What follows belongs to an exercise in optimizing a design on an open flow for a short achievable clock period and few clock cycles per item; a production flow would make more cautious choices. The RTL was checked by simulation tests, not by an equivalence proof against the original design.

==> flow/design.v (outline; a module is shown in full before it is edited, if it fits) <==
// module lkdv_arith: 13 lines
// module lkdv_qualify: 200 lines
// module lkdv_scale: 1353 lines
// module link_keeping_drive_vector: 168 lines
module link_keeping_drive_vector (
	input  logic                      clk,
	input  logic                      arst_n,
	input  logic                      psel,
	input  logic                      penable,
	input  logic                      pwrite,
	input  logic [2:0]                paddr,
	input  logic [31:0]               pwdata,
	output logic [31:0]               prdata,
	output logic                      pready,
	input  logic                      in_valid,
	output logic                      in_stall,
	input  logic signed [COORD_W-1:0] offset_x,
	input  logic signed [COORD_W-1:0] offset_y,
	input  logic                      present,
	input  logic                      frame_end,
	output logic                      out_valid,
	input  logic                      out_stall,
	output logic signed [COORD_W-1:0] drive_x,
	output logic signed [COORD_W-1:0] drive_y,
	output logic                      has_signal,
	output logic [CNT_W-1:0]          chosen_index
);
  // ...
==> flow/flow/run.sh <==
#!/bin/bash
# Standard synthesis and layout; timing repair aims at a tighter period than
# the clock's (setup margin below), which the standard settings cap at 5 ns.
set -euo pipefail
MARGIN=${MARGIN:-7.5}
bash standard.sh synth > synth.log 2>&1
bash standard.sh finish SETUP_SLACK_MARGIN=$MARGIN TNS_END_PERCENT=100 > layout.log 2>&1
==> flow/standard.sh <==
#!/bin/bash
# synth_recipe.tcl (not shown) runs the flow's synth.tcl, then flattens the netlist and writes it again
# the make line also repeats each setting of config.mk as NAME=value (left out here)
make -C /OpenROAD-flow-scripts/flow DESIGN_CONFIG=/design/flow/config.mk WORK_HOME=/design/flow/orfs CLKGATE_MAP_FILE= SYNTH_SCRIPT=/design/flow/synth_recipe.tcl "${@:-finish}"
==> flow/config.mk <==
export PLATFORM = sky130hd
export DESIGN_NAME = link_keeping_drive_vector
export DESIGN_NICKNAME = link_keeping_drive_vector
export VERILOG_FILES = /design/flow/design.v
export SDC_FILE = /design/flow/constraint.sdc
export NUM_CORES = 4
export LEC_CHECK = 0
export ABC_CLOCK_PERIOD_IN_PS = 3000
export CAP_MARGIN = 20
export CORE_MARGIN = 2
export CORE_UTILIZATION = 60
export PLACE_DENSITY = 0.72
export SLEW_MARGIN = 20
==> flow/constraint.sdc <==
create_clock -name core_clock -period 11.0 [get_ports {clk}]
set_input_delay 2.2000 -clock core_clock [delete_from_list [all_inputs] [get_ports {clk}]]
set_output_delay 2.2000 -clock core_clock [all_outputs]
set_load 0.01 [all_outputs]
==> results.toml, run 1 <==
[clock_network]
cts.sinks = 4632
cts_buffer_depth = 4
cts_made_buffers = 443

[synthesis]
ys_top_cells_by_count = "dfxtp_1, ha_1, inv_1"
synth_seq_cells = 4632
ys.flop_type = "dfxtp_1"
synthesis.area_um2 = 192200
yosys-mux-area-fraction_pct = 6.571
yosysMostFrequentCell = "dfxtp_1"
synthAdderAreaFrac_pct = 11.99

[cells_and_area]
utilization_pct = 67.80
multi_input_area_um2 = 80860
multiInputCombCellCount = 9717
fin_area_um2 = 215800
fillers = 22910
seq_share_pct = 49.09
seq_cells = 4632
diodes = 6
dominant-cell-class = "flip-flops and latches"
final_common_cell = "dfxtp_1"

[global_route]
grt_use_met2_pct = 45.22
use_met1_pct = 28.12
use_met3_pct = 3.229

[outcome]
outcome = "complete, no violations"

[place]
dp_hpwl_um = 261800
dp_cells = 20090

[sta]
period_needed_ns = 3.979
grt_setup_unrepaired = "yes"
setup_viol = 0
timing.fmax_ghz = 0.2513
final.setup.worst_slack_ns = 7.021

[setup_path]
cp_cell_sequence = "buf_2"
rrSetupSlack_ns = 7.58
timing.rr.start = "reach_q[1]$_DFFE_PN0P_"
setup.worst_path.class = "reg -> out"

[route]
detail-route-antenna-nets = 0
met1_length_um = 156400
top_layer = "met5"

[job]
maxCapViolCount = 0
Testbench counts, summed over its fixed seeds: cycles 19,552, frames 4,096.
==> run 2, diff against run 1 <==
--- a/flow/design.v
+++ b/flow/design.v
@@ -813,16 +813,18 @@
 		p12_f <= p11_f;
 		p12_sx <= p11_sx;
 		p12_sy <= p11_sy;
 		p12_idx <= p11_idx;
 		p12_root <= s15_root;
 		p12_px <= px;
 		p12_py <= py;
 	end
+	logic [17:0] root3;
+	assign root3 = {1'b0, p12_root, 1'b0} + {2'b0, p12_root};
 	logic [16:0] dx0_a, dx0_b, dx0_d;
 	logic dx0_ge;
 	assign dx0_a = {p12_px[30:15], p12_px[14:0][14]};
 	assign dx0_b = {1'b0, p12_root};
 	lkdv_arith #(.W(17)) u_dx0 (.a(dx0_a), .b(dx0_b), .ge(dx0_ge), .diff(dx0_d));
 	logic [15:0] dx0_r;
 	assign dx0_r = dx0_ge ? dx0_d[15:0] : dx0_a[15:0];
 	logic [13:0] dx0_l;
@@ -847,736 +849,519 @@
 	logic [2:0] p13_idx;
 	logic [15:0] p13_root;
 	logic [15:0] p13_rx;
 	logic [15:0] p13_ry;
 	logic [13:0] p13_lx;
 	logic [13:0] p13_ly;
 	logic [0:0] p13_qx;
 	logic [0:0] p13_qy;
+	logic [17:0] p13_root3;
 	always_ff @(posedge clk or negedge arst_n) begin
 		if (!arst_n) p13_v <= 1'b0;
 		else         p13_v <= p12_v;
 	end
 	always_ff @(posedge clk) begin
 		p13_f <= p12_f;
 		p13_sx <= p12_sx;
 		p13_sy <= p12_sy;
 		p13_idx <= p12_idx;
 		p13_root <= p12_root;
 		p13_rx <= dx0_r;
 		p13_ry <= dy0_r;
 		p13_lx <= dx0_l;
 		p13_ly <= dy0_l;
 		p13_qx <= dx0_q;
 		p13_qy <= dy0_q;
+		p13_root3 <= root3;
 	end
-	logic [16:0] dx1_a, dx1_b, dx1_d;
-	logic dx1_ge;
-	assign dx1_a = {p13_rx, p13_lx[13]};
-	assign dx1_b = {1'b0, p13_root};
-	lkdv_arith #(.W(17)) u_dx1 (.a(dx1_a), .b(dx1_b), .ge(dx1_ge), .diff(dx1_d));
+	logic [17:0] dx1_t;
+	assign dx1_t = {p13_rx, p13_lx[13:12]};
+	logic [17:0] dx1_b1, dx1_d1;
+	logic dx1_ge1;
+	assign dx1_b1 = {2'b0, p13_root};
+	lkdv_arith #(.W(18)) u_dx1_1 (.a(dx1_t), .b(dx1_b1), .ge(dx1_ge1), .diff(dx1_d1));
+	logic [17:0] dx1_b2, dx1_d2;
+	logic dx1_ge2;
+	assign dx1_b2 = {1'b0, p13_root, 1'b0};
+	lkdv_arith #(.W(18)) u_dx1_2 (.a(dx1_t), .b(dx1_b2), .ge(dx1_ge2), .diff(dx1_d2));
+	logic [17:0] dx1_b3, dx1_d3;
+	logic dx1_ge3;
+	assign dx1_b3 = p13_root3;
+	lkdv_arith #(.W(18)) u_dx1_3 (.a(dx1_t), .b(dx1_b3), .ge(dx1_ge3), .diff(dx1_d3));
 	logic [15:0] dx1_r;
-	assign dx1_r = dx1_ge ? dx1_d[15:0] : dx1_a[15:0];
-	logic [12:0] dx1_l;
-	assign dx1_l = p13_lx[12:0];
-	logic [1:0] dx1_q;
-	assign dx1_q = {p13_qx, dx1_ge};
-	logic [16:0] dy1_a, dy1_b, dy1_d;
-	logic dy1_ge;
-	assign dy1_a = {p13_ry, p13_ly[13]};
-	assign dy1_b = {1'b0, p13_root};
-	lkdv_arith #(.W(17)) u_dy1 (.a(dy1_a), .b(dy1_b), .ge(dy1_ge), .diff(dy1_d));
+	assign dx1_r = dx1_ge3 ? dx1_d3[15:0] : dx1_ge2 ? dx1_d2[15:0] : dx1_ge1 ? dx1_d1[15:0] : dx1_t[15:0];
+	logic [11:0] dx1_l;
+	assign dx1_l = p13_lx[11:0];
+	logic [2:0] dx1_q;
+	assign dx1_q = {p13_qx, dx1_ge2, dx1_ge3 | (dx1_ge1 & ~dx1_ge2)};
+	logic [17:0] dy1_t;
+	assign dy1_t = {p13_ry, p13_ly[13:12]};
+	logic [17:0] dy1_b1, dy1_d1;
+	logic dy1_ge1;
+	assign dy1_b1 = {2'b0, p13_root};
+	lkdv_arith #(.W(18)) u_dy1_1 (.a(dy1_t), .b(dy1_b1), .ge(dy1_ge1), .diff(dy1_d1));
+	logic [17:0] dy1_b2, dy1_d2;
+	logic dy1_ge2;
+	assign dy1_b2 = {1'b0, p13_root, 1'b0};
+	lkdv_arith #(.W(18)) u_dy1_2 (.a(dy1_t), .b(dy1_b2), .ge(dy1_ge2), .diff(dy1_d2));
+	logic [17:0] dy1_b3, dy1_d3;
+	logic dy1_ge3;
+	assign dy1_b3 = p13_root3;
+	lkdv_arith #(.W(18)) u_dy1_3 (.a(dy1_t), .b(dy1_b3), .ge(dy1_ge3), .diff(dy1_d3));
 	logic [15:0] dy1_r;
-	assign dy1_r = dy1_ge ? dy1_d[15:0] : dy1_a[15:0];
-	logic [12:0] dy1_l;
-	assign dy1_l = p13_ly[12:0];
-	logic [1:0] dy1_q;
-	assign dy1_q = {p13_qy, dy1_ge};
+	assign dy1_r = dy1_ge3 ? dy1_d3[15:0] : dy1_ge2 ? dy1_d2[15:0] : dy1_ge1 ? dy1_d1[15:0] : dy1_t[15:0];
+	logic [11:0] dy1_l;
+	assign dy1_l = p13_ly[11:0];
+	logic [2:0] dy1_q;
+	assign dy1_q = {p13_qy, dy1_ge2, dy1_ge3 | (dy1_ge1 & ~dy1_ge2)};
 	logic [0:0] p14_v;
 	logic [0:0] p14_f;
 	logic [0:0] p14_sx;
 	logic [0:0] p14_sy;
 	logic [2:0] p14_idx;
 	logic [15:0] p14_root;
 	logic [15:0] p14_rx;
 	logic [15:0] p14_ry;
-	logic [12:0] p14_lx;
-	logic [12:0] p14_ly;
-	logic [1:0] p14_qx;
-	logic [1:0] p14_qy;
+	logic [11:0] p14_lx;
+	logic [11:0] p14_ly;
+	logic [2:0] p14_qx;
+	logic [2:0] p14_qy;
+	logic [17:0] p14_root3;
 	always_ff @(posedge clk or negedge arst_n) begin
 		if (!arst_n) p14_v <= 1'b0;
 		else         p14_v <= p13_v;
 	end
 	always_ff @(posedge clk) begin
 		p14_f <= p13_f;
 		p14_sx <= p13_sx;
 		p14_sy <= p13_sy;
 		p14_idx <= p13_idx;
 		p14_root <= p13_root;
 		p14_rx <= dx1_r;
 		p14_ry <= dy1_r;
 		p14_lx <= dx1_l;
 		p14_ly <= dy1_l;
 		p14_qx <= dx1_q;
 		p14_qy <= dy1_q;
+		p14_root3 <= p13_root3;
 	end
-	logic [16:0] dx2_a, dx2_b, dx2_d;
-	logic dx2_ge;
-	assign dx2_a = {p14_rx, p14_lx[12]};
-	assign dx2_b = {1'b0, p14_root};
-	lkdv_arith #(.W(17)) u_dx2 (.a(dx2_a), .b(dx2_b), .ge(dx2_ge), .diff(dx2_d));
-	logic [15:0] dx2_r;
-	assign dx2_r = dx2_ge ? dx2_d[15:0] : dx2_a[15:0];
-	logic [11:0] dx2_l;
-	assign dx2_l = p14_lx[11:0];
-	logic [2:0] dx2_q;
-	assign dx2_q = {p14_qx, dx2_ge};
-	logic [16:0] dy2_a, dy2_b, dy2_d;
-	logic dy2_ge;
-	assign dy2_a = {p14_ry, p14_ly[12]};
-	assign dy2_b = {1'b0, p14_root};
-	lkdv_arith #(.W(17)) u_dy2 (.a(dy2_a), .b(dy2_b), .ge(dy2_ge), .diff(dy2_d));
-	logic [15:0] dy2_r;
-	assign dy2_r = dy2_ge ? dy2_d[15:0] : dy2_a[15:0];
-	logic [11:0] dy2_l;
-	assign dy2_l = p14_ly[11:0];
-	logic [2:0] dy2_q;
-	assign dy2_q = {p14_qy, dy2_ge};
+	logic [17:0] dx3_t;
+	assign dx3_t = {p14_rx, p14_lx[11:10]};
+	logic [17:0] dx3_b1, dx3_d1;
+	logic dx3_ge1;
+	assign dx3_b1 = {2'b0, p14_root};
+	lkdv_arith #(.W(18)) u_dx3_1 (.a(dx3_t), .b(dx3_b1), .ge(dx3_ge1), .diff(dx3_d1));
+	logic [17:0] dx3_b2, dx3_d2;
+	logic dx3_ge2;
+	assign dx3_b2 = {1'b0, p14_root, 1'b0};
+	lkdv_arith #(.W(18)) u_dx3_2 (.a(dx3_t), .b(dx3_b2), .ge(dx3_ge2), .diff(dx3_d2));
+	logic [17:0] dx3_b3, dx3_d3;
+	logic dx3_ge3;
+	assign dx3_b3 = p14_root3;
+	lkdv_arith #(.W(18)) u_dx3_3 (.a(dx3_t), .b(dx3_b3), .ge(dx3_ge3), .diff(dx3_d3));
+	logic [15:0] dx3_r;
+	assign dx3_r = dx3_ge3 ? dx3_d3[15:0] : dx3_ge2 ? dx3_d2[15:0] : dx3_ge1 ? dx3_d1[15:0] : dx3_t[15:0];
+	logic [9:0] dx3_l;
+	assign dx3_l = p14_lx[9:0];
+	logic [4:0] dx3_q;
+	assign dx3_q = {p14_qx, dx3_ge2, dx3_ge3 | (dx3_ge1 & ~dx3_ge2)};
+	logic [17:0] dy3_t;
+	assign dy3_t = {p14_ry, p14_ly[11:10]};
+	logic [17:0] dy3_b1, dy3_d1;
+	logic dy3_ge1;
+	assign dy3_b1 = {2'b0, p14_root};
+	lkdv_arith #(.W(18)) u_dy3_1 (.a(dy3_t), .b(dy3_b1), .ge(dy3_ge1), .diff(dy3_d1));
+	logic [17:0] dy3_b2, dy3_d2;
+	logic dy3_ge2;
+	assign dy3_b2 = {1'b0, p14_root, 1'b0};
+	lkdv_arith #(.W(18)) u_dy3_2 (.a(dy3_t), .b(dy3_b2), .ge(dy3_ge2), .diff(dy3_d2));
+	logic [17:0] dy3_b3, dy3_d3;
+	logic dy3_ge3;
+	assign dy3_b3 = p14_root3;
+	lkdv_arith #(.W(18)) u_dy3_3 (.a(dy3_t), .b(dy3_b3), .ge(dy3_ge3), .diff(dy3_d3));
+	logic [15:0] dy3_r;
+	assign dy3_r = dy3_ge3 ? dy3_d3[15:0] : dy3_ge2 ? dy3_d2[15:0] : dy3_ge1 ? dy3_d1[15:0] : dy3_t[15:0];
+	logic [9:0] dy3_l;
+	assign dy3_l = p14_ly[9:0];
+	logic [4:0] dy3_q;
+	assign dy3_q = {p14_qy, dy3_ge2, dy3_ge3 | (dy3_ge1 & ~dy3_ge2)};
 	logic [0:0] p15_v;
 	logic [0:0] p15_f;
 	logic [0:0] p15_sx;
 	logic [0:0] p15_sy;
 	logic [2:0] p15_idx;
 	logic [15:0] p15_root;
 	logic [15:0] p15_rx;
 	logic [15:0] p15_ry;
-	logic [11:0] p15_lx;
-	logic [11:0] p15_ly;
-	logic [2:0] p15_qx;
-	logic [2:0] p15_qy;
+	logic [9:0] p15_lx;
+	logic [9:0] p15_ly;
+	logic [4:0] p15_qx;
+	logic [4:0] p15_qy;
+	logic [17:0] p15_root3;
 	always_ff @(posedge clk or negedge arst_n) begin
 		if (!arst_n) p15_v <= 1'b0;
 		else         p15_v <= p14_v;
 	end
 	always_ff @(posedge clk) begin
 		p15_f <= p14_f;
 		p15_sx <= p14_sx;
 		p15_sy <= p14_sy;
 		p15_idx <= p14_idx;
 		p15_root <= p14_root;
-		p15_rx <= dx2_r;
-		p15_ry <= dy2_r;
-		p15_lx <= dx2_l;
-		p15_ly <= dy2_l;
-		p15_qx <= dx2_q;
-		p15_qy <= dy2_q;
-	end
-	logic [16:0] dx3_a, dx3_b, dx3_d;
-	logic dx3_ge;
-	assign dx3_a = {p15_rx, p15_lx[11]};
-	assign dx3_b = {1'b0, p15_root};
-	lkdv_arith #(.W(17)) u_dx3 (.a(dx3_a), .b(dx3_b), .ge(dx3_ge), .diff(dx3_d));
-	logic [15:0] dx3_r;
-	assign dx3_r = dx3_ge ? dx3_d[15:0] : dx3_a[15:0];
-	logic [10:0] dx3_l;
-	assign dx3_l = p15_lx[10:0];
-	logic [3:0] dx3_q;
-	assign dx3_q = {p15_qx, dx3_ge};
-	logic [16:0] dy3_a, dy3_b, dy3_d;
-	logic dy3_ge;
-	assign dy3_a = {p15_ry, p15_ly[11]};
-	assign dy3_b = {1'b0, p15_root};
-	lkdv_arith #(.W(17)) u_dy3 (.a(dy3_a), .b(dy3_b), .ge(dy3_ge), .diff(dy3_d));
-	logic [15:0] dy3_r;
-	assign dy3_r = dy3_ge ? dy3_d[15:0] : dy3_a[15:0];
-	logic [10:0] dy3_l;
-	assign dy3_l = p15_ly[10:0];
-	logic [3:0] dy3_q;
-	assign dy3_q = {p15_qy, dy3_ge};
+		p15_rx <= dx3_r;
+		p15_ry <= dy3_r;
+		p15_lx <= dx3_l;
+		p15_ly <= dy3_l;
+		p15_qx <= dx3_q;
+		p15_qy <= dy3_q;
+		p15_root3 <= p14_root3;
+	end
+	logic [17:0] dx5_t;
+	assign dx5_t = {p15_rx, p15_lx[9:8]};
+	logic [17:0] dx5_b1, dx5_d1;
+	logic dx5_ge1;
+	assign dx5_b1 = {2'b0, p15_root};
+	lkdv_arith #(.W(18)) u_dx5_1 (.a(dx5_t), .b(dx5_b1), .ge(dx5_ge1), .diff(dx5_d1));
+	logic [17:0] dx5_b2, dx5_d2;
+	logic dx5_ge2;
+	assign dx5_b2 = {1'b0, p15_root, 1'b0};
+	lkdv_arith #(.W(18)) u_dx5_2 (.a(dx5_t), .b(dx5_b2), .ge(dx5_ge2), .diff(dx5_d2));
+	logic [17:0] dx5_b3, dx5_d3;
+	logic dx5_ge3;
+	assign dx5_b3 = p15_root3;
+	lkdv_arith #(.W(18)) u_dx5_3 (.a(dx5_t), .b(dx5_b3), .ge(dx5_ge3), .diff(dx5_d3));
+	logic [15:0] dx5_r;
+	assign dx5_r = dx5_ge3 ? dx5_d3[15:0] : dx5_ge2 ? dx5_d2[15:0] : dx5_ge1 ? dx5_d1[15:0] : dx5_t[15:0];
+	logic [7:0] dx5_l;
+	assign dx5_l = p15_lx[7:0];
+	logic [6:0] dx5_q;
+	assign dx5_q = {p15_qx, dx5_ge2, dx5_ge3 | (dx5_ge1 & ~dx5_ge2)};
+	logic [17:0] dy5_t;
+	assign dy5_t = {p15_ry, p15_ly[9:8]};
+	logic [17:0] dy5_b1, dy5_d1;
+	logic dy5_ge1;
+	assign dy5_b1 = {2'b0, p15_root};
+	lkdv_arith #(.W(18)) u_dy5_1 (.a(dy5_t), .b(dy5_b1), .ge(dy5_ge1), .diff(dy5_d1));
+	logic [17:0] dy5_b2, dy5_d2;
+	logic dy5_ge2;
+	assign dy5_b2 = {1'b0, p15_root, 1'b0};
+	lkdv_arith #(.W(18)) u_dy5_2 (.a(dy5_t), .b(dy5_b2), .ge(dy5_ge2), .diff(dy5_d2));
+	logic [17:0] dy5_b3, dy5_d3;
+	logic dy5_ge3;
+	assign dy5_b3 = p15_root3;
+	lkdv_arith #(.W(18)) u_dy5_3 (.a(dy5_t), .b(dy5_b3), .ge(dy5_ge3), .diff(dy5_d3));
+	logic [15:0] dy5_r;
+	assign dy5_r = dy5_ge3 ? dy5_d3[15:0] : dy5_ge2 ? dy5_d2[15:0] : dy5_ge1 ? dy5_d1[15:0] : dy5_t[15:0];
+	logic [7:0] dy5_l;
+	assign dy5_l = p15_ly[7:0];
+	logic [6:0] dy5_q;
+	assign dy5_q = {p15_qy, dy5_ge2, dy5_ge3 | (dy5_ge1 & ~dy5_ge2)};
 	logic [0:0] p16_v;
 	logic [0:0] p16_f;
 	logic [0:0] p16_sx;
 	logic [0:0] p16_sy;
 	logic [2:0] p16_idx;
 	logic [15:0] p16_root;
 	logic [15:0] p16_rx;
 	logic [15:0] p16_ry;
-	logic [10:0] p16_lx;
-	logic [10:0] p16_ly;
-	logic [3:0] p16_qx;
-	logic [3:0] p16_qy;
+	logic [7:0] p16_lx;
+	logic [7:0] p16_ly;
+	logic [6:0] p16_qx;
+	logic [6:0] p16_qy;
+	logic [17:0] p16_root3;
 	always_ff @(posedge clk or negedge arst_n) begin
 		if (!arst_n) p16_v <= 1'b0;
 		else         p16_v <= p15_v;
 	end
 	always_ff @(posedge clk) begin
 		p16_f <= p15_f;
 		p16_sx <= p15_sx;
 		p16_sy <= p15_sy;
 		p16_idx <= p15_idx;
 		p16_root <= p15_root;
-		p16_rx <= dx3_r;
-		p16_ry <= dy3_r;
-		p16_lx <= dx3_l;
-		p16_ly <= dy3_l;
-		p16_qx <= dx3_q;
-		p16_qy <= dy3_q;
-	end
-	logic [16:0] dx4_a, dx4_b, dx4_d;
-	logic dx4_ge;
-	assign dx4_a = {p16_rx, p16_lx[10]};
-	assign dx4_b = {1'b0, p16_root};
-	lkdv_arith #(.W(17)) u_dx4 (.a(dx4_a), .b(dx4_b), .ge(dx4_ge), .diff(dx4_d));
-	logic [15:0] dx4_r;
-	assign dx4_r = dx4_ge ? dx4_d[15:0] : dx4_a[15:0];
-	logic [9:0] dx4_l;
-	assign dx4_l = p16_lx[9:0];
-	logic [4:0] dx4_q;
-	assign dx4_q = {p16_qx, dx4_ge};
-	logic [16:0] dy4_a, dy4_b, dy4_d;
-	logic dy4_ge;
-	assign dy4_a = {p16_ry, p16_ly[10]};
-	assign dy4_b = {1'b0, p16_root};
-	lkdv_arith #(.W(17)) u_dy4 (.a(dy4_a), .b(dy4_b), .ge(dy4_ge), .diff(dy4_d));
-	logic [15:0] dy4_r;
-	assign dy4_r = dy4_ge ? dy4_d[15:0] : dy4_a[15:0];
-	logic [9:0] dy4_l;
-	assign dy4_l = p16_ly[9:0];
-	logic [4:0] dy4_q;
-	assign dy4_q = {p16_qy, dy4_ge};
+		p16_rx <= dx5_r;
+		p16_ry <= dy5_r;
+		p16_lx <= dx5_l;
+		p16_ly <= dy5_l;
+		p16_qx <= dx5_q;
+		p16_qy <= dy5_q;
+		p16_root3 <= p15_root3;
+	end
+	logic [17:0] dx7_t;
+	assign dx7_t = {p16_rx, p16_lx[7:6]};
+	logic [17:0] dx7_b1, dx7_d1;
+	logic dx7_ge1;
+	assign dx7_b1 = {2'b0, p16_root};
+	lkdv_arith #(.W(18)) u_dx7_1 (.a(dx7_t), .b(dx7_b1), .ge(dx7_ge1), .diff(dx7_d1));
+	logic [17:0] dx7_b2, dx7_d2;
+	logic dx7_ge2;
+	assign dx7_b2 = {1'b0, p16_root, 1'b0};
+	lkdv_arith #(.W(18)) u_dx7_2 (.a(dx7_t), .b(dx7_b2), .ge(dx7_ge2), .diff(dx7_d2));
+	logic [17:0] dx7_b3, dx7_d3;
+	logic dx7_ge3;
+	assign dx7_b3 = p16_root3;
+	lkdv_arith #(.W(18)) u_dx7_3 (.a(dx7_t), .b(dx7_b3), .ge(dx7_ge3), .diff(dx7_d3));
+	logic [15:0] dx7_r;
+	assign dx7_r = dx7_ge3 ? dx7_d3[15:0] : dx7_ge2 ? dx7_d2[15:0] : dx7_ge1 ? dx7_d1[15:0] : dx7_t[15:0];
+	logic [5:0] dx7_l;
+	assign dx7_l = p16_lx[5:0];
+	logic [8:0] dx7_q;
+	assign dx7_q = {p16_qx, dx7_ge2, dx7_ge3 | (dx7_ge1 & ~dx7_ge2)};
+	logic [17:0] dy7_t;
+	assign dy7_t = {p16_ry, p16_ly[7:6]};
+	logic [17:0] dy7_b1, dy7_d1;
+	logic dy7_ge1;
+	assign dy7_b1 = {2'b0, p16_root};
+	lkdv_arith #(.W(18)) u_dy7_1 (.a(dy7_t), .b(dy7_b1), .ge(dy7_ge1), .diff(dy7_d1));
+	logic [17:0] dy7_b2, dy7_d2;
+	logic dy7_ge2;
+	assign dy7_b2 = {1'b0, p16_root, 1'b0};
+	lkdv_arith #(.W(18)) u_dy7_2 (.a(dy7_t), .b(dy7_b2), .ge(dy7_ge2), .diff(dy7_d2));
+	logic [17:0] dy7_b3, dy7_d3;
+	logic dy7_ge3;
+	assign dy7_b3 = p16_root3;
+	lkdv_arith #(.W(18)) u_dy7_3 (.a(dy7_t), .b(dy7_b3), .ge(dy7_ge3), .diff(dy7_d3));
+	logic [15:0] dy7_r;
+	assign dy7_r = dy7_ge3 ? dy7_d3[15:0] : dy7_ge2 ? dy7_d2[15:0] : dy7_ge1 ? dy7_d1[15:0] : dy7_t[15:0];
+	logic [5:0] dy7_l;
+	assign dy7_l = p16_ly[5:0];
+	logic [8:0] dy7_q;
+	assign dy7_q = {p16_qy, dy7_ge2, dy7_ge3 | (dy7_ge1 & ~dy7_ge2)};
 	logic [0:0] p17_v;
 	logic [0:0] p17_f;
 	logic [0:0] p17_sx;
 	logic [0:0] p17_sy;
 	logic [2:0] p17_idx;
 	logic [15:0] p17_root;
 	logic [15:0] p17_rx;
 	logic [15:0] p17_ry;
-	logic [9:0] p17_lx;
-	logic [9:0] p17_ly;
-	logic [4:0] p17_qx;
-	logic [4:0] p17_qy;
+	logic [5:0] p17_lx;
+	logic [5:0] p17_ly;
+	logic [8:0] p17_qx;
+	logic [8:0] p17_qy;
+	logic [17:0] p17_root3;
 	always_ff @(posedge clk or negedge arst_n) begin
 		if (!arst_n) p17_v <= 1'b0;
 		else         p17_v <= p16_v;
 	end
 	always_ff @(posedge clk) begin
 		p17_f <= p16_f;
 		p17_sx <= p16_sx;
 		p17_sy <= p16_sy;
 		p17_idx <= p16_idx;
 		p17_root <= p16_root;
-		p17_rx <= dx4_r;
-		p17_ry <= dy4_r;
-		p17_lx <= dx4_l;
-		p17_ly <= dy4_l;
-		p17_qx <= dx4_q;
-		p17_qy <= dy4_q;
-	end
-	logic [16:0] dx5_a, dx5_b, dx5_d;
-	logic dx5_ge;
-	assign dx5_a = {p17_rx, p17_lx[9]};
-	assign dx5_b = {1'b0, p17_root};
-	lkdv_arith #(.W(17)) u_dx5 (.a(dx5_a), .b(dx5_b), .ge(dx5_ge), .diff(dx5_d));
-	logic [15:0] dx5_r;
-	assign dx5_r = dx5_ge ? dx5_d[15:0] : dx5_a[15:0];
-	logic [8:0] dx5_l;
-	assign dx5_l = p17_lx[8:0];
-	logic [5:0] dx5_q;
-	assign dx5_q = {p17_qx, dx5_ge};
-	logic [16:0] dy5_a, dy5_b, dy5_d;
-	logic dy5_ge;
-	assign dy5_a = {p17_ry, p17_ly[9]};
-	assign dy5_b = {1'b0, p17_root};
-	lkdv_arith #(.W(17)) u_dy5 (.a(dy5_a), .b(dy5_b), .ge(dy5_ge), .diff(dy5_d));
-	logic [15:0] dy5_r;
-	assign dy5_r = dy5_ge ? dy5_d[15:0] : dy5_a[15:0];
-	logic [8:0] dy5_l;
-	assign dy5_l = p17_ly[8:0];
-	logic [5:0] dy5_q;
-	assign dy5_q = {p17_qy, dy5_ge};
+		p17_rx <= dx7_r;
+		p17_ry <= dy7_r;
+		p17_lx <= dx7_l;
+		p17_ly <= dy7_l;
+		p17_qx <= dx7_q;
+		p17_qy <= dy7_q;
+		p17_root3 <= p16_root3;
+	end
+	logic [17:0] dx9_t;
+	assign dx9_t = {p17_rx, p17_lx[5:4]};
+	logic [17:0] dx9_b1, dx9_d1;
+	logic dx9_ge1;
+	assign dx9_b1 = {2'b0, p17_root};
+	lkdv_arith #(.W(18)) u_dx9_1 (.a(dx9_t), .b(dx9_b1), .ge(dx9_ge1), .diff(dx9_d1));
+	logic [17:0] dx9_b2, dx9_d2;
+	logic dx9_ge2;
+	assign dx9_b2 = {1'b0, p17_root, 1'b0};
+	lkdv_arith #(.W(18)) u_dx9_2 (.a(dx9_t), .b(dx9_b2), .ge(dx9_ge2), .diff(dx9_d2));
+	logic [17:0] dx9_b3, dx9_d3;
+	logic dx9_ge3;
+	assign dx9_b3 = p17_root3;
+	lkdv_arith #(.W(18)) u_dx9_3 (.a(dx9_t), .b(dx9_b3), .ge(dx9_ge3), .diff(dx9_d3));
+	logic [15:0] dx9_r;
+	assign dx9_r = dx9_ge3 ? dx9_d3[15:0] : dx9_ge2 ? dx9_d2[15:0] : dx9_ge1 ? dx9_d1[15:0] : dx9_t[15:0];
+	logic [3:0] dx9_l;
+	assign dx9_l = p17_lx[3:0];
+	logic [10:0] dx9_q;
+	assign dx9_q = {p17_qx, dx9_ge2, dx9_ge3 | (dx9_ge1 & ~dx9_ge2)};
+	logic [17:0] dy9_t;
+	assign dy9_t = {p17_ry, p17_ly[5:4]};
+	logic [17:0] dy9_b1, dy9_d1;
+	logic dy9_ge1;
+	assign dy9_b1 = {2'b0, p17_root};
+	lkdv_arith #(.W(18)) u_dy9_1 (.a(dy9_t), .b(dy9_b1), .ge(dy9_ge1), .diff(dy9_d1));
+	logic [17:0] dy9_b2, dy9_d2;
+	logic dy9_ge2;
+	assign dy9_b2 = {1'b0, p17_root, 1'b0};
+	lkdv_arith #(.W(18)) u_dy9_2 (.a(dy9_t), .b(dy9_b2), .ge(dy9_ge2), .diff(dy9_d2));
+	logic [17:0] dy9_b3, dy9_d3;
+	logic dy9_ge3;
+	assign dy9_b3 = p17_root3;
+	lkdv_arith #(.W(18)) u_dy9_3 (.a(dy9_t), .b(dy9_b3), .ge(dy9_ge3), .diff(dy9_d3));
+	logic [15:0] dy9_r;
+	assign dy9_r = dy9_ge3 ? dy9_d3[15:0] : dy9_ge2 ? dy9_d2[15:0] : dy9_ge1 ? dy9_d1[15:0] : dy9_t[15:0];
+	logic [3:0] dy9_l;
+	assign dy9_l = p17_ly[3:0];
+	logic [10:0] dy9_q;
+	assign dy9_q = {p17_qy, dy9_ge2, dy9_ge3 | (dy9_ge1 & ~dy9_ge2)};
 	logic [0:0] p18_v;
 	logic [0:0] p18_f;
 	logic [0:0] p18_sx;
 	logic [0:0] p18_sy;
 	logic [2:0] p18_idx;
 	logic [15:0] p18_root;
 	logic [15:0] p18_rx;
 	logic [15:0] p18_ry;
-	logic [8:0] p18_lx;
-	logic [8:0] p18_ly;
-	logic [5:0] p18_qx;
-	logic [5:0] p18_qy;
+	logic [3:0] p18_lx;
+	logic [3:0] p18_ly;
+	logic [10:0] p18_qx;
+	logic [10:0] p18_qy;
+	logic [17:0] p18_root3;
 	always_ff @(posedge clk or negedge arst_n) begin
 		if (!arst_n) p18_v <= 1'b0;
 		else         p18_v <= p17_v;
 	end
 	always_ff @(posedge clk) begin
 		p18_f <= p17_f;
 		p18_sx <= p17_sx;
 		p18_sy <= p17_sy;
 		p18_idx <= p17_idx;
 		p18_root <= p17_root;
-		p18_rx <= dx5_r;
-		p18_ry <= dy5_r;
-		p18_lx <= dx5_l;
-		p18_ly <= dy5_l;
-		p18_qx <= dx5_q;
-		p18_qy <= dy5_q;
-	end
-	logic [16:0] dx6_a, dx6_b, dx6_d;
-	logic dx6_ge;
-	assign dx6_a = {p18_rx, p18_lx[8]};
-	assign dx6_b = {1'b0, p18_root};
-	lkdv_arith #(.W(17)) u_dx6 (.a(dx6_a), .b(dx6_b), .ge(dx6_ge), .diff(dx6_d));
-	logic [15:0] dx6_r;
-	assign dx6_r = dx6_ge ? dx6_d[15:0] : dx6_a[15:0];
-	logic [7:0] dx6_l;
-	assign dx6_l = p18_lx[7:0];
-	logic [6:0] dx6_q;
-	assign dx6_q = {p18_qx, dx6_ge};
-	logic [16:0] dy6_a, dy6_b, dy6_d;
-	logic dy6_ge;
-	assign dy6_a = {p18_ry, p18_ly[8]};
-	assign dy6_b = {1'b0, p18_root};
-	lkdv_arith #(.W(17)) u_dy6 (.a(dy6_a), .b(dy6_b), .ge(dy6_ge), .diff(dy6_d));
-	logic [15:0] dy6_r;
-	assign dy6_r = dy6_ge ? dy6_d[15:0] : dy6_a[15:0];
-	logic [7:0] dy6_l;
-	assign dy6_l = p18_ly[7:0];
-	logic [6:0] dy6_q;
-	assign dy6_q = {p18_qy, dy6_ge};
+		p18_rx <= dx9_r;
+		p18_ry <= dy9_r;
+		p18_lx <= dx9_l;
+		p18_ly <= dy9_l;
+		p18_qx <= dx9_q;
+		p18_qy <= dy9_q;
+		p18_root3 <= p17_root3;
+	end
+	logic [17:0] dx11_t;
+	assign dx11_t = {p18_rx, p18_lx[3:2]};
+	logic [17:0] dx11_b1, dx11_d1;
+	logic dx11_ge1;
+	assign dx11_b1 = {2'b0, p18_root};
+	lkdv_arith #(.W(18)) u_dx11_1 (.a(dx11_t), .b(dx11_b1), .ge(dx11_ge1), .diff(dx11_d1));
+	logic [17:0] dx11_b2, dx11_d2;
+	logic dx11_ge2;
+	assign dx11_b2 = {1'b0, p18_root, 1'b0};
+	lkdv_arith #(.W(18)) u_dx11_2 (.a(dx11_t), .b(dx11_b2), .ge(dx11_ge2), .diff(dx11_d2));
+	logic [17:0] dx11_b3, dx11_d3;
+	logic dx11_ge3;
+	assign dx11_b3 = p18_root3;
+	lkdv_arith #(.W(18)) u_dx11_3 (.a(dx11_t), .b(dx11_b3), .ge(dx11_ge3), .diff(dx11_d3));
+	logic [15:0] dx11_r;
+	assign dx11_r = dx11_ge3 ? dx11_d3[15:0] : dx11_ge2 ? dx11_d2[15:0] : dx11_ge1 ? dx11_d1[15:0] : dx11_t[15:0];
+	logic [1:0] dx11_l;
+	assign dx11_l = p18_lx[1:0];
+	logic [12:0] dx11_q;
+	assign dx11_q = {p18_qx, dx11_ge2, dx11_ge3 | (dx11_ge1 & ~dx11_ge2)};
+	logic [17:0] dy11_t;
+	assign dy11_t = {p18_ry, p18_ly[3:2]};
+	logic [17:0] dy11_b1, dy11_d1;
+	logic dy11_ge1;
+	assign dy11_b1 = {2'b0, p18_root};
+	lkdv_arith #(.W(18)) u_dy11_1 (.a(dy11_t), .b(dy11_b1), .ge(dy11_ge1), .diff(dy11_d1));
+	logic [17:0] dy11_b2, dy11_d2;
+	logic dy11_ge2;
+	assign dy11_b2 = {1'b0, p18_root, 1'b0};
+	lkdv_arith #(.W(18)) u_dy11_2 (.a(dy11_t), .b(dy11_b2), .ge(dy11_ge2), .diff(dy11_d2));
+	logic [17:0] dy11_b3, dy11_d3;
+	logic dy11_ge3;
+	assign dy11_b3 = p18_root3;
+	lkdv_arith #(.W(18)) u_dy11_3 (.a(dy11_t), .b(dy11_b3), .ge(dy11_ge3), .diff(dy11_d3));
+	logic [15:0] dy11_r;
+	assign dy11_r = dy11_ge3 ? dy11_d3[15:0] : dy11_ge2 ? dy11_d2[15:0] : dy11_ge1 ? dy11_d1[15:0] : dy11_t[15:0];
+	logic [1:0] dy11_l;
+	assign dy11_l = p18_ly[1:0];
+	logic [12:0] dy11_q;
+	assign dy11_q = {p18_qy, dy11_ge2, dy11_ge3 | (dy11_ge1 & ~dy11_ge2)};
 	logic [0:0] p19_v;
 	logic [0:0] p19_f;
 	logic [0:0] p19_sx;
 	logic [0:0] p19_sy;
 	logic [2:0] p19_idx;
 	logic [15:0] p19_root;
 	logic [15:0] p19_rx;
 	logic [15:0] p19_ry;
-	logic [7:0] p19_lx;
-	logic [7:0] p19_ly;
-	logic [6:0] p19_qx;
-	logic [6:0] p19_qy;
+	logic [1:0] p19_lx;
+	logic [1:0] p19_ly;
+	logic [12:0] p19_qx;
+	logic [12:0] p19_qy;
+	logic [17:0] p19_root3;
 	always_ff @(posedge clk or negedge arst_n) begin
 		if (!arst_n) p19_v <= 1'b0;
 		else         p19_v <= p18_v;
 	end
 	always_ff @(posedge clk) begin
 		p19_f <= p18_f;
 		p19_sx <= p18_sx;
 		p19_sy <= p18_sy;
 		p19_idx <= p18_idx;
 		p19_root <= p18_root;
-		p19_rx <= dx6_r;
-		p19_ry <= dy6_r;
-		p19_lx <= dx6_l;
-		p19_ly <= dy6_l;
-		p19_qx <= dx6_q;
-		p19_qy <= dy6_q;
-	end
-	logic [16:0] dx7_a, dx7_b, dx7_d;
-	logic dx7_ge;
-	assign dx7_a = {p19_rx, p19_lx[7]};
-	assign dx7_b = {1'b0, p19_root};
-	lkdv_arith #(.W(17)) u_dx7 (.a(dx7_a), .b(dx7_b), .ge(dx7_ge), .diff(dx7_d));
-	logic [15:0] dx7_r;
-	assign dx7_r = dx7_ge ? dx7_d[15:0] : dx7_a[15:0];
-	logic [6:0] dx7_l;
-	assign dx7_l = p19_lx[6:0];
-	logic [7:0] dx7_q;
-	assign dx7_q = {p19_qx, dx7_ge};
-	logic [16:0] dy7_a, dy7_b, dy7_d;
-	logic dy7_ge;
-	assign dy7_a = {p19_ry, p19_ly[7]};
-	assign dy7_b = {1'b0, p19_root};
-	lkdv_arith #(.W(17)) u_dy7 (.a(dy7_a), .b(dy7_b), .ge(dy7_ge), .diff(dy7_d));
-	logic [15:0] dy7_r;
-	assign dy7_r = dy7_ge ? dy7_d[15:0] : dy7_a[15:0];
-	logic [6:0] dy7_l;
-	assign dy7_l = p19_ly[6:0];
-	logic [7:0] dy7_q;
-	assign dy7_q = {p19_qy, dy7_ge};
+		p19_rx <= dx11_r;
+		p19_ry <= dy11_r;
+		p19_lx <= dx11_l;
+		p19_ly <= dy11_l;
+		p19_qx <= dx11_q;
+		p19_qy <= dy11_q;
+		p19_root3 <= p18_root3;
+	end
+	logic [17:0] dx13_t;
+	assign dx13_t = {p19_rx, p19_lx[1:0]};
+	logic [17:0] dx13_b1, dx13_d1;
+	logic dx13_ge1;
+	assign dx13_b1 = {2'b0, p19_root};
+	lkdv_arith #(.W(18)) u_dx13_1 (.a(dx13_t), .b(dx13_b1), .ge(dx13_ge1), .diff(dx13_d1));
+	logic [17:0] dx13_b2, dx13_d2;
+	logic dx13_ge2;
+	assign dx13_b2 = {1'b0, p19_root, 1'b0};
+	lkdv_arith #(.W(18)) u_dx13_2 (.a(dx13_t), .b(dx13_b2), .ge(dx13_ge2), .diff(dx13_d2));
+	logic [17:0] dx13_b3, dx13_d3;
+	logic dx13_ge3;
+	assign dx13_b3 = p19_root3;
+	lkdv_arith #(.W(18)) u_dx13_3 (.a(dx13_t), .b(dx13_b3), .ge(dx13_ge3), .diff(dx13_d3));
+	logic [14:0] dx13_q;
+	assign dx13_q = {p19_qx, dx13_ge2, dx13_ge3 | (dx13_ge1 & ~dx13_ge2)};
+	logic [17:0] dy13_t;
+	assign dy13_t = {p19_ry, p19_ly[1:0]};
+	logic [17:0] dy13_b1, dy13_d1;
+	logic dy13_ge1;
+	assign dy13_b1 = {2'b0, p19_root};
+	lkdv_arith #(.W(18)) u_dy13_1 (.a(dy13_t), .b(dy13_b1), .ge(dy13_ge1), .diff(dy13_d1));
+	logic [17:0] dy13_b2, dy13_d2;
+	logic dy13_ge2;
+	assign dy13_b2 = {1'b0, p19_root, 1'b0};
+	lkdv_arith #(.W(18)) u_dy13_2 (.a(dy13_t), .b(dy13_b2), .ge(dy13_ge2), .diff(dy13_d2));
+	logic [17:0] dy13_b3, dy13_d3;
+	logic dy13_ge3;
+	assign dy13_b3 = p19_root3;
+	lkdv_arith #(.W(18)) u_dy13_3 (.a(dy13_t), .b(dy13_b3), .ge(dy13_ge3), .diff(dy13_d3));
+	logic [14:0] dy13_q;
+	assign dy13_q = {p19_qy, dy13_ge2, dy13_ge3 | (dy13_ge1 & ~dy13_ge2)};
 	logic [0:0] p20_v;
 	logic [0:0] p20_f;
 	logic [0:0] p20_sx;
 	logic [0:0] p20_sy;
 	logic [2:0] p20_idx;
-	logic [15:0] p20_root;
-	logic [15:0] p20_rx;
-	logic [15:0] p20_ry;
-	logic [6:0] p20_lx;
-	logic [6:0] p20_ly;
-	logic [7:0] p20_qx;
-	logic [7:0] p20_qy;
+	logic [14:0] p20_qx;
+	logic [14:0] p20_qy;
 	always_ff @(posedge clk or negedge arst_n) begin
 		if (!arst_n) p20_v <= 1'b0;
 		else         p20_v <= p19_v;
 	end
 	always_ff @(posedge clk) begin
 		p20_f <= p19_f;
 		p20_sx <= p19_sx;
 		p20_sy <= p19_sy;
 		p20_idx <= p19_idx;
-		p20_root <= p19_root;
-		p20_rx <= dx7_r;
-		p20_ry <= dy7_r;
-		p20_lx <= dx7_l;
-		p20_ly <= dy7_l;
-		p20_qx <= dx7_q;
-		p20_qy <= dy7_q;
-	end
-	logic [16:0] dx8_a, dx8_b, dx8_d;
-	logic dx8_ge;
-	assign dx8_a = {p20_rx, p20_lx[6]};
-	assign dx8_b = {1'b0, p20_root};
-	lkdv_arith #(.W(17)) u_dx8 (.a(dx8_a), .b(dx8_b), .ge(dx8_ge), .diff(dx8_d));
-	logic [15:0] dx8_r;
-	assign dx8_r = dx8_ge ? dx8_d[15:0] : dx8_a[15:0];
-	logic [5:0] dx8_l;
-	assign dx8_l = p20_lx[5:0];
-	logic [8:0] dx8_q;
-	assign dx8_q = {p20_qx, dx8_ge};
-	logic [16:0] dy8_a, dy8_b, dy8_d;
-	logic dy8_ge;
-	assign dy8_a = {p20_ry, p20_ly[6]};
-	assign dy8_b = {1'b0, p20_root};
-	lkdv_arith #(.W(17)) u_dy8 (.a(dy8_a), .b(dy8_b), .ge(dy8_ge), .diff(dy8_d));
-	logic [15:0] dy8_r;
-	assign dy8_r = dy8_ge ? dy8_d[15:0] : dy8_a[15:0];
-	logic [5:0] dy8_l;
-	assign dy8_l = p20_ly[5:0];
-	logic [8:0] dy8_q;
-	assign dy8_q = {p20_qy, dy8_ge};
-	logic [0:0] p21_v;
-	logic [0:0] p21_f;
-	logic [0:0] p21_sx;
-	logic [0:0] p21_sy;
-	logic [2:0] p21_idx;
-	logic [15:0] p21_root;
-	logic [15:0] p21_rx;
-	logic [15:0] p21_ry;
-	logic [5:0] p21_lx;
-	logic [5:0] p21_ly;
-	logic [8:0] p21_qx;
-	logic [8:0] p21_qy;
-	always_ff @(posedge clk or negedge arst_n) begin
-		if (!arst_n) p21_v <= 1'b0;
-		else         p21_v <= p20_v;
-	end
-	always_ff @(posedge clk) begin
-		p21_f <= p20_f;
-		p21_sx <= p20_sx;
-		p21_sy <= p20_sy;
-		p21_idx <= p20_idx;
-		p21_root <= p20_root;
-		p21_rx <= dx8_r;
-		p21_ry <= dy8_r;
-		p21_lx <= dx8_l;
-		p21_ly <= dy8_l;
-		p21_qx <= dx8_q;
-		p21_qy <= dy8_q;
-	end
-	logic [16:0] dx9_a, dx9_b, dx9_d;
-	logic dx9_ge;
-	assign dx9_a = {p21_rx, p21_lx[5]};
-	assign dx9_b = {1'b0, p21_root};
-	lkdv_arith #(.W(17)) u_dx9 (.a(dx9_a), .b(dx9_b), .ge(dx9_ge), .diff(dx9_d));
-	logic [15:0] dx9_r;
-	assign dx9_r = dx9_ge ? dx9_d[15:0] : dx9_a[15:0];
-	logic [4:0] dx9_l;
-	assign dx9_l = p21_lx[4:0];
-	logic [9:0] dx9_q;
-	assign dx9_q = {p21_qx, dx9_ge};
-	logic [16:0] dy9_a, dy9_b, dy9_d;
-	logic dy9_ge;
-	assign dy9_a = {p21_ry, p21_ly[5]};
-	assign dy9_b = {1'b0, p21_root};
-	lkdv_arith #(.W(17)) u_dy9 (.a(dy9_a), .b(dy9_b), .ge(dy9_ge), .diff(dy9_d));
-	logic [15:0] dy9_r;
-	assign dy9_r = dy9_ge ? dy9_d[15:0] : dy9_a[15:0];
-	logic [4:0] dy9_l;
-	assign dy9_l = p21_ly[4:0];
-	logic [9:0] dy9_q;
-	assign dy9_q = {p21_qy, dy9_ge};
-	logic [0:0] p22_v;
-	logic [0:0] p22_f;
-	logic [0:0] p22_sx;
-	logic [0:0] p22_sy;
-	logic [2:0] p22_idx;
-	logic [15:0] p22_root;
-	logic [15:0] p22_rx;
-	logic [15:0] p22_ry;
-	logic [4:0] p22_lx;
-	logic [4:0] p22_ly;
-	logic [9:0] p22_qx;
-	logic [9:0] p22_qy;
-	always_ff @(posedge clk or negedge arst_n) begin
-		if (!arst_n) p22_v <= 1'b0;
-		else         p22_v <= p21_v;
-	end
-	always_ff @(posedge clk) begin
-		p22_f <= p21_f;
-		p22_sx <= p21_sx;
-		p22_sy <= p21_sy;
-		p22_idx <= p21_idx;
-		p22_root <= p21_root;
-		p22_rx <= dx9_r;
-		p22_ry <= dy9_r;
-		p22_lx <= dx9_l;
-		p22_ly <= dy9_l;
-		p22_qx <= dx9_q;
-		p22_qy <= dy9_q;
-	end
-	logic [16:0] dx10_a, dx10_b, dx10_d;
-	logic dx10_ge;
-	assign dx10_a = {p22_rx, p22_lx[4]};
-	assign dx10_b = {1'b0, p22_root};
-	lkdv_arith #(.W(17)) u_dx10 (.a(dx10_a), .b(dx10_b), .ge(dx10_ge), .diff(dx10_d));
-	logic [15:0] dx10_r;
-	assign dx10_r = dx10_ge ? dx10_d[15:0] : dx10_a[15:0];
-	logic [3:0] dx10_l;
-	assign dx10_l = p22_lx[3:0];
-	logic [10:0] dx10_q;
-	assign dx10_q = {p22_qx, dx10_ge};
-	logic [16:0] dy10_a, dy10_b, dy10_d;
-	logic dy10_ge;
-	assign dy10_a = {p22_ry, p22_ly[4]};
-	assign dy10_b = {1'b0, p22_root};
-	lkdv_arith #(.W(17)) u_dy10 (.a(dy10_a), .b(dy10_b), .ge(dy10_ge), .diff(dy10_d));
-	logic [15:0] dy10_r;
-	assign dy10_r = dy10_ge ? dy10_d[15:0] : dy10_a[15:0];
-	logic [3:0] dy10_l;
-	assign dy10_l = p22_ly[3:0];
-	logic [10:0] dy10_q;
-	assign dy10_q = {p22_qy, dy10_ge};
-	logic [0:0] p23_v;
-	logic [0:0] p23_f;
-	logic [0:0] p23_sx;
-	logic [0:0] p23_sy;
-	logic [2:0] p23_idx;
-	logic [15:0] p23_root;
-	logic [15:0] p23_rx;
-	logic [15:0] p23_ry;
-	logic [3:0] p23_lx;
-	logic [3:0] p23_ly;
-	logic [10:0] p23_qx;
-	logic [10:0] p23_qy;
-	always_ff @(posedge clk or negedge arst_n) begin
-		if (!arst_n) p23_v <= 1'b0;
-		else         p23_v <= p22_v;
-	end
-	always_ff @(posedge clk) begin
-		p23_f <= p22_f;
-		p23_sx <= p22_sx;
-		p23_sy <= p22_sy;
-		p23_idx <= p22_idx;
-		p23_root <= p22_root;
-		p23_rx <= dx10_r;
-		p23_ry <= dy10_r;
-		p23_lx <= dx10_l;
-		p23_ly <= dy10_l;
-		p23_qx <= dx10_q;
-		p23_qy <= dy10_q;
-	end
-	logic [16:0] dx11_a, dx11_b, dx11_d;
-	logic dx11_ge;
-	assign dx11_a = {p23_rx, p23_lx[3]};
-	assign dx11_b = {1'b0, p23_root};
-	lkdv_arith #(.W(17)) u_dx11 (.a(dx11_a), .b(dx11_b), .ge(dx11_ge), .diff(dx11_d));
-	logic [15:0] dx11_r;
-	assign dx11_r = dx11_ge ? dx11_d[15:0] : dx11_a[15:0];
-	logic [2:0] dx11_l;
-	assign dx11_l = p23_lx[2:0];
-	logic [11:0] dx11_q;
-	assign dx11_q = {p23_qx, dx11_ge};
-	logic [16:0] dy11_a, dy11_b, dy11_d;
-	logic dy11_ge;
-	assign dy11_a = {p23_ry, p23_ly[3]};
-	assign dy11_b = {1'b0, p23_root};
-	lkdv_arith #(.W(17)) u_dy11 (.a(dy11_a), .b(dy11_b), .ge(dy11_ge), .diff(dy11_d));
-	logic [15:0] dy11_r;
-	assign dy11_r = dy11_ge ? dy11_d[15:0] : dy11_a[15:0];
-	logic [2:0] dy11_l;
-	assign dy11_l = p23_ly[2:0];
-	logic [11:0] dy11_q;
-	assign dy11_q = {p23_qy, dy11_ge};
-	logic [0:0] p24_v;
-	logic [0:0] p24_f;
-	logic [0:0] p24_sx;
-	logic [0:0] p24_sy;
-	logic [2:0] p24_idx;
-	logic [15:0] p24_root;
-	logic [15:0] p24_rx;
-	logic [15:0] p24_ry;
-	logic [2:0] p24_lx;
-	logic [2:0] p24_ly;
-	logic [11:0] p24_qx;
-	logic [11:0] p24_qy;
-	always_ff @(posedge clk or negedge arst_n) begin
-		if (!arst_n) p24_v <= 1'b0;
-		else         p24_v <= p23_v;
+		p20_qx <= dx13_q;
+		p20_qy <= dy13_q;
 	end
-	always_ff @(posedge clk) begin
-		p24_f <= p23_f;
-		p24_sx <= p23_sx;
-		p24_sy <= p23_sy;
-		p24_idx <= p23_idx;
-		p24_root <= p23_root;
-		p24_rx <= dx11_r;
-		p24_ry <= dy11_r;
-		p24_lx <= dx11_l;
-		p24_ly <= dy11_l;
-		p24_qx <= dx11_q;
-		p24_qy <= dy11_q;
-	end
-	logic [16:0] dx12_a, dx12_b, dx12_d;
-	logic dx12_ge;
-	assign dx12_a = {p24_rx, p24_lx[2]};
-	assign dx12_b = {1'b0, p24_root};
-	lkdv_arith #(.W(17)) u_dx12 (.a(dx12_a), .b(dx12_b), .ge(dx12_ge), .diff(dx12_d));
-	logic [15:0] dx12_r;
-	assign dx12_r = dx12_ge ? dx12_d[15:0] : dx12_a[15:0];
-	logic [1:0] dx12_l;
-	assign dx12_l = p24_lx[1:0];
-	logic [12:0] dx12_q;
-	assign dx12_q = {p24_qx, dx12_ge};
-	logic [16:0] dy12_a, dy12_b, dy12_d;
-	logic dy12_ge;
-	assign dy12_a = {p24_ry, p24_ly[2]};
-	assign dy12_b = {1'b0, p24_root};
-	lkdv_arith #(.W(17)) u_dy12 (.a(dy12_a), .b(dy12_b), .ge(dy12_ge), .diff(dy12_d));
-	logic [15:0] dy12_r;
-	assign dy12_r = dy12_ge ? dy12_d[15:0] : dy12_a[15:0];
-	logic [1:0] dy12_l;
-	assign dy12_l = p24_ly[1:0];
-	logic [12:0] dy12_q;
-	assign dy12_q = {p24_qy, dy12_ge};
-	logic [0:0] p25_v;
-	logic [0:0] p25_f;
-	logic [0:0] p25_sx;
-	logic [0:0] p25_sy;
-	logic [2:0] p25_idx;
-	logic [15:0] p25_root;
-	logic [15:0] p25_rx;
-	logic [15:0] p25_ry;
-	logic [1:0] p25_lx;
-	logic [1:0] p25_ly;
-	logic [12:0] p25_qx;
-	logic [12:0] p25_qy;
-	always_ff @(posedge clk or negedge arst_n) begin
-		if (!arst_n) p25_v <= 1'b0;
-		else         p25_v <= p24_v;
-	end
-	always_ff @(posedge clk) begin
-		p25_f <= p24_f;
-		p25_sx <= p24_sx;
-		p25_sy <= p24_sy;
-		p25_idx <= p24_idx;
-		p25_root <= p24_root;
-		p25_rx <= dx12_r;
-		p25_ry <= dy12_r;
-		p25_lx <= dx12_l;
-		p25_ly <= dy12_l;
-		p25_qx <= dx12_q;
-		p25_qy <= dy12_q;
-	end
-	logic [16:0] dx13_a, dx13_b, dx13_d;
-	logic dx13_ge;
-	assign dx13_a = {p25_rx, p25_lx[1]};
-	assign dx13_b = {1'b0, p25_root};
-	lkdv_arith #(.W(17)) u_dx13 (.a(dx13_a), .b(dx13_b), .ge(dx13_ge), .diff(dx13_d));
-	logic [15:0] dx13_r;
-	assign dx13_r = dx13_ge ? dx13_d[15:0] : dx13_a[15:0];
-	logic [0:0] dx13_l;
-	assign dx13_l = p25_lx[0:0];
-	logic [13:0] dx13_q;
-	assign dx13_q = {p25_qx, dx13_ge};
-	logic [16:0] dy13_a, dy13_b, dy13_d;
-	logic dy13_ge;
-	assign dy13_a = {p25_ry, p25_ly[1]};
-	assign dy13_b = {1'b0, p25_root};
-	lkdv_arith #(.W(17)) u_dy13 (.a(dy13_a), .b(dy13_b), .ge(dy13_ge), .diff(dy13_d));
-	logic [15:0] dy13_r;
-	assign dy13_r = dy13_ge ? dy13_d[15:0] : dy13_a[15:0];
-	logic [0:0] dy13_l;
-	assign dy13_l = p25_ly[0:0];
-	logic [13:0] dy13_q;
-	assign dy13_q = {p25_qy, dy13_ge};
-	logic [0:0] p26_v;
-	logic [0:0] p26_f;
-	logic [0:0] p26_sx;
-	logic [0:0] p26_sy;
-	logic [2:0] p26_idx;
-	logic [15:0] p26_root;
-	logic [15:0] p26_rx;
-	logic [15:0] p26_ry;
-	logic [0:0] p26_lx;
-	logic [0:0] p26_ly;
-	logic [13:0] p26_qx;
-	logic [13:0] p26_qy;
-	always_ff @(posedge clk or negedge arst_n) begin
-		if (!arst_n) p26_v <= 1'b0;
-		else         p26_v <= p25_v;
-	end
-	always_ff @(posedge clk) begin
-		p26_f <= p25_f;
-		p26_sx <= p25_sx;
-		p26_sy <= p25_sy;
-		p26_idx <= p25_idx;
-		p26_root <= p25_root;
-		p26_rx <= dx13_r;
-		p26_ry <= dy13_r;
-		p26_lx <= dx13_l;
-		p26_ly <= dy13_l;
-		p26_qx <= dx13_q;
-		p26_qy <= dy13_q;
-	end
-	logic [16:0] dx14_a, dx14_b, dx14_d;
-	logic dx14_ge;
-	assign dx14_a = {p26_rx, p26_lx[0]};
-	assign dx14_b = {1'b0, p26_root};
-	lkdv_arith #(.W(17)) u_dx14 (.a(dx14_a), .b(dx14_b), .ge(dx14_ge), .diff(dx14_d));
-	logic [14:0] dx14_q;
-	assign dx14_q = {p26_qx, dx14_ge};
-	logic [16:0] dy14_a, dy14_b, dy14_d;
-	logic dy14_ge;
-	assign dy14_a = {p26_ry, p26_ly[0]};
-	assign dy14_b = {1'b0, p26_root};
-	lkdv_arith #(.W(17)) u_dy14 (.a(dy14_a), .b(dy14_b), .ge(dy14_ge), .diff(dy14_d));
-	logic [14:0] dy14_q;
-	assign dy14_q = {p26_qy, dy14_ge};
-	logic [0:0] p27_v;
-	logic [0:0] p27_f;
-	logic [0:0] p27_sx;
-	logic [0:0] p27_sy;
-	logic [2:0] p27_idx;
-	logic [14:0] p27_qx;
-	logic [14:0] p27_qy;
-	always_ff @(posedge clk or negedge arst_n) begin
-		if (!arst_n) p27_v <= 1'b0;
-		else         p27_v <= p26_v;
-	end
-	always_ff @(posedge clk) begin
-		p27_f <= p26_f;
-		p27_sx <= p26_sx;
-		p27_sy <= p26_sy;
-		p27_idx <= p26_idx;
-		p27_qx <= dx14_q;
-		p27_qy <= dy14_q;
-	end
-	assign o_v   = p27_v;
-	assign o_f   = p27_f;
-	assign o_sx  = p27_sx;
-	assign o_sy  = p27_sy;
-	assign o_idx = p27_idx;
-	assign o_qx  = p27_qx;
-	assign o_qy  = p27_qy;
+	assign o_v   = p20_v;
+	assign o_f   = p20_f;
+	assign o_sx  = p20_sx;
+	assign o_sy  = p20_sy;
+	assign o_idx = p20_idx;
+	assign o_qx  = p20_qx;
+	assign o_qy  = p20_qy;
 endmodule
 import lkdv_pkg::*;
 module link_keeping_drive_vector (
 	input  logic                      clk,
 	input  logic                      arst_n,
 	input  logic                      psel,
 	input  logic                      penable,
 	input  logic                      pwrite,
==> results.toml, run 2 <==
[global_route]
overflow = 0
track_usage_pct = 27.38
grt_pass1_vias = 126700
grt_pass1_wl_um = 698700
grt_antenna_before_repair = 15
grt_max_degree = 155

[clock_network]
cts_made_buffers = 401
cts.sinks = 4156
cts_tree = "done"
clk_latency_ns = 0.96
cts_buffer_depth = 4
htreeDepth = 5
ctsHoldBuffers = 0
path_clk_slew_ns = 0.06
cts_root_buf = "clkbuf_16"

[cells_and_area]
area_growth_pct = 11.73
fin_area_um2 = 215200
final_nets = 19370
utilization_pct = 67.18
stdcell_count = 21980
drive_gt1_share_pct = 11.18
final_common_cell = "dfxtp_1"
largest_reg_flops = 1152
final_cell_mix = "dfxtp_1, ha_1, inv_1, edfxtp_1, nor2_1"
fillers = 23340

[route]
route.met3.wl_um = 23380
detail-route-antenna-nets = 0
drt_pass1_iterations = 6
vias = 126500
viasPerCell = 5.752
drt-initial-drc-count = 8509
met2_length_um = 226500
drc = 0
met1_length_um = 180000
wl_um = 454900
detail_route.wl_per_cell_um = 20.69
top_layer = "met5"

[setup_path]
crit_arrival_ns = 1.70
critPathRequiredTime_ns = 8.80
cpPeakStageDelay_ns = 0.56
path_buf_inv = 1
cp_top_family = "flip-flops"
setup.worst_path.class = "reg -> out"
rrSetupSlack_ns = 7.54
cp_num_cells = 1
cp-end-kind = "output port"
cp-start-kind = "flop"
slowest_stage = "edfxtp_1"
crit_fanout = 1
reg2reg_depth = 12
cp-startpoint = "out_q[34]$_DFFE_PN_"
timing.rr.start = "u_scale.p18_root3[2]$_DFF_P_"
crit_end = "drive_x[13]"
cp_cell_sequence = "buf_6"
timing.rr.end = "u_scale.p19_ry[0]$_DFF_P_"

[synthesis]
synthAdderAreaFrac_pct = 13.72
seq_area_frac_synth_pct = 49.94
synthesis.area_um2 = 192600
yosysMostFrequentCell = "dfxtp_1"
ys.flop_type = "dfxtp_1"
ys_top_cells_by_count = "dfxtp_1, ha_1, inv_1"
synth_top_family_by_area = "adder cells"
yosys_warnings = 3
ys_types = 95
synthesis.instances = 16950
synth_edf_count = 1257
yosys.area.top_type = "dfxtp_1"
avgSynthCellArea_um2 = 11.37
yosys-mux-area-fraction_pct = 6.185
synth_simple_gate_area_share_pct = 10.24
synth.area.top_cells = "dfxtp_1, edfxtp_1, ha_1"
synth_seq_cells = 4156
postSynth.asyncResetShare_pct = 1.997
synth_top_area_share_pct = 29.27
synth_xor_area_share_pct = 5.656
synth_compound_area_share_pct = 10.93

[place]
port_buffers = 111
dp_hpwl_um = 306600
gp_congestion = 0.9067
dp_cells = 21100
post_dp_cell_area_um2 = 198800

[sta]
tns_ns = 0
period_needed_ns = 3.903
holdWs_ns = 0.2632
worst_pin_slew_ns = 1.136
final.period_utilization_pct = 35.48
fin_skew_ns = 0.07338
timing.fmax_ghz = 0.2562
drv_slew = 0
finalHoldViolCount = 0
setup_viol = 0
grt_setup_unrepaired = "yes"
relSlewSlack_pct = 23.56

[floorplanning]
initial_utilization_pct = 60.13
dieWidth_um = 570.6
ios = 148
num_rows = 208
core_area_um2 = 320400
dieArea_um2 = 325600
die_h_um = 570.6

[job]
maxCapViolCount = 0

[outcome]
outcome = "complete, no violations"

[worst_hold_path]
hold_path_class = "reg -> reg"
==> run 2: final cells by class <==
class                   instances  area, um^2  area share [%]
well taps                    4305        5386           2.503
inverters                    1285        4843           2.250
multi-input cells           11140       91700           42.61
diodes                          9       22.52         0.01046
flip-flops and latches       4156       96440           44.81
repair inverters                1       7.507        0.003488
clock buffers                 547       11340           5.270
repair buffers                340        3027           1.406
clock inverters               203        2450           1.138
==> run 2: repair_timing <==
action                                  4_1_cts  5_1_grt
endpoints found under the setup margin      398      417
gates resized for setup                     446      258
pin swaps                                     7       54
gates cloned                                  1        4
hold endpoints to repair                      0        0
setup buffers                                59       59
==> run 2: per-stage QoR <==
stage | worst slack, ns
2_1_floorplan | 7.166
3_3_place_gp | 6.545
3_5_place_dp | 6.507
4_1_cts | 7.022
5_1_grt | 7.034
6_report | 7.097
==> run 2: cell families after synthesis <==
| logic type | after synthesis |
|---|---|
| AO/OA/AOI/OAI | 3217 |
| XOR/XNOR | 1244 |
| adder cells (fa/ha/maj) | 1969 |
| buffers and inverters | 1674 |
| flip-flops | 4156 |
| multiplexers | 714 |
| other | 2 |
| AND/OR/NAND/NOR | 3971 |
==> run 2: how the worst min path moves through the flow <==
stage | start | end | slack (ns) | depth (start not counted)
6_report | u_scale.p4_f$_DFF_P_ | u_scale.p5_f$_DFF_P_ | 0.26 | 0
5_1_grt | u_scale.p4_f$_DFF_P_ | u_scale.p5_f$_DFF_P_ | 0.29 | 0
4_1_cts | u_qualify.fr_ax[10]$_DFF_P_ | u_scale.p1_ax[10]$_DFF_P_ | 0.28 | 0
3_5_place_dp | u_qualify.ax3[14]$_DFF_P_ | u_qualify.ax4[14]$_DFF_P_ | 0.31 | 0
3_3_place_gp | u_scale.p2_ay[6]$_DFF_P_ | u_scale.p3_ay[6]$_DFF_P_ | 0.31 | 0
2_1_floorplan | u_qualify.ax2[0]$_DFF_P_ | u_qualify.ax3[0]$_DFF_P_ | 0.31 | 0
==> run 2: metal layers <==
layer / vias up / GRT usage (%)
met4: 8 / 13.38
met1: 61080 / 32.68
met2: 3428 / 49.05
li1: 60860 / -
met3: 1080 / 2.982
met5: - / 0
Testbench counts of run 2, summed over its fixed seeds: cycles 19,328, frames 4,096.

[what the ideal ports hide]
No port has a modelled driver above. Below, the same layouts with a new extraction and two added sets of constraints. Step 1 sets driving cells, clkbuf_16 on the clock port and buf_2 on the other inputs (assumed; they add their load-dependent delay and slew). Step 2 moves the port delays by t, midway between the first and last clock arrival at a register: inputs arrive t later, outputs are due t later. That takes back most of the time a late clock gives input paths. Slacks: no drivers / after step 1 / after step 2; pairs: no drivers / after step 1.
| run | t, ns | setup WS [ns] | hold slack, ns |
|---|---|---|---|
| run 1 | 1.055 | 7.021 / 6.918 / 6.907 | 0.211 / 0.211 / 0.211 |
| run 2 | 1.021 | 7.097 / 6.998 / 6.998 | 0.263 / 0.263 / 0.263 |
After both steps setup and hold are still met in every run listed. For run 1, which loses most, drivers alone change the setup slack by -0.103 ns; drivers and shift together by -0.114 ns.
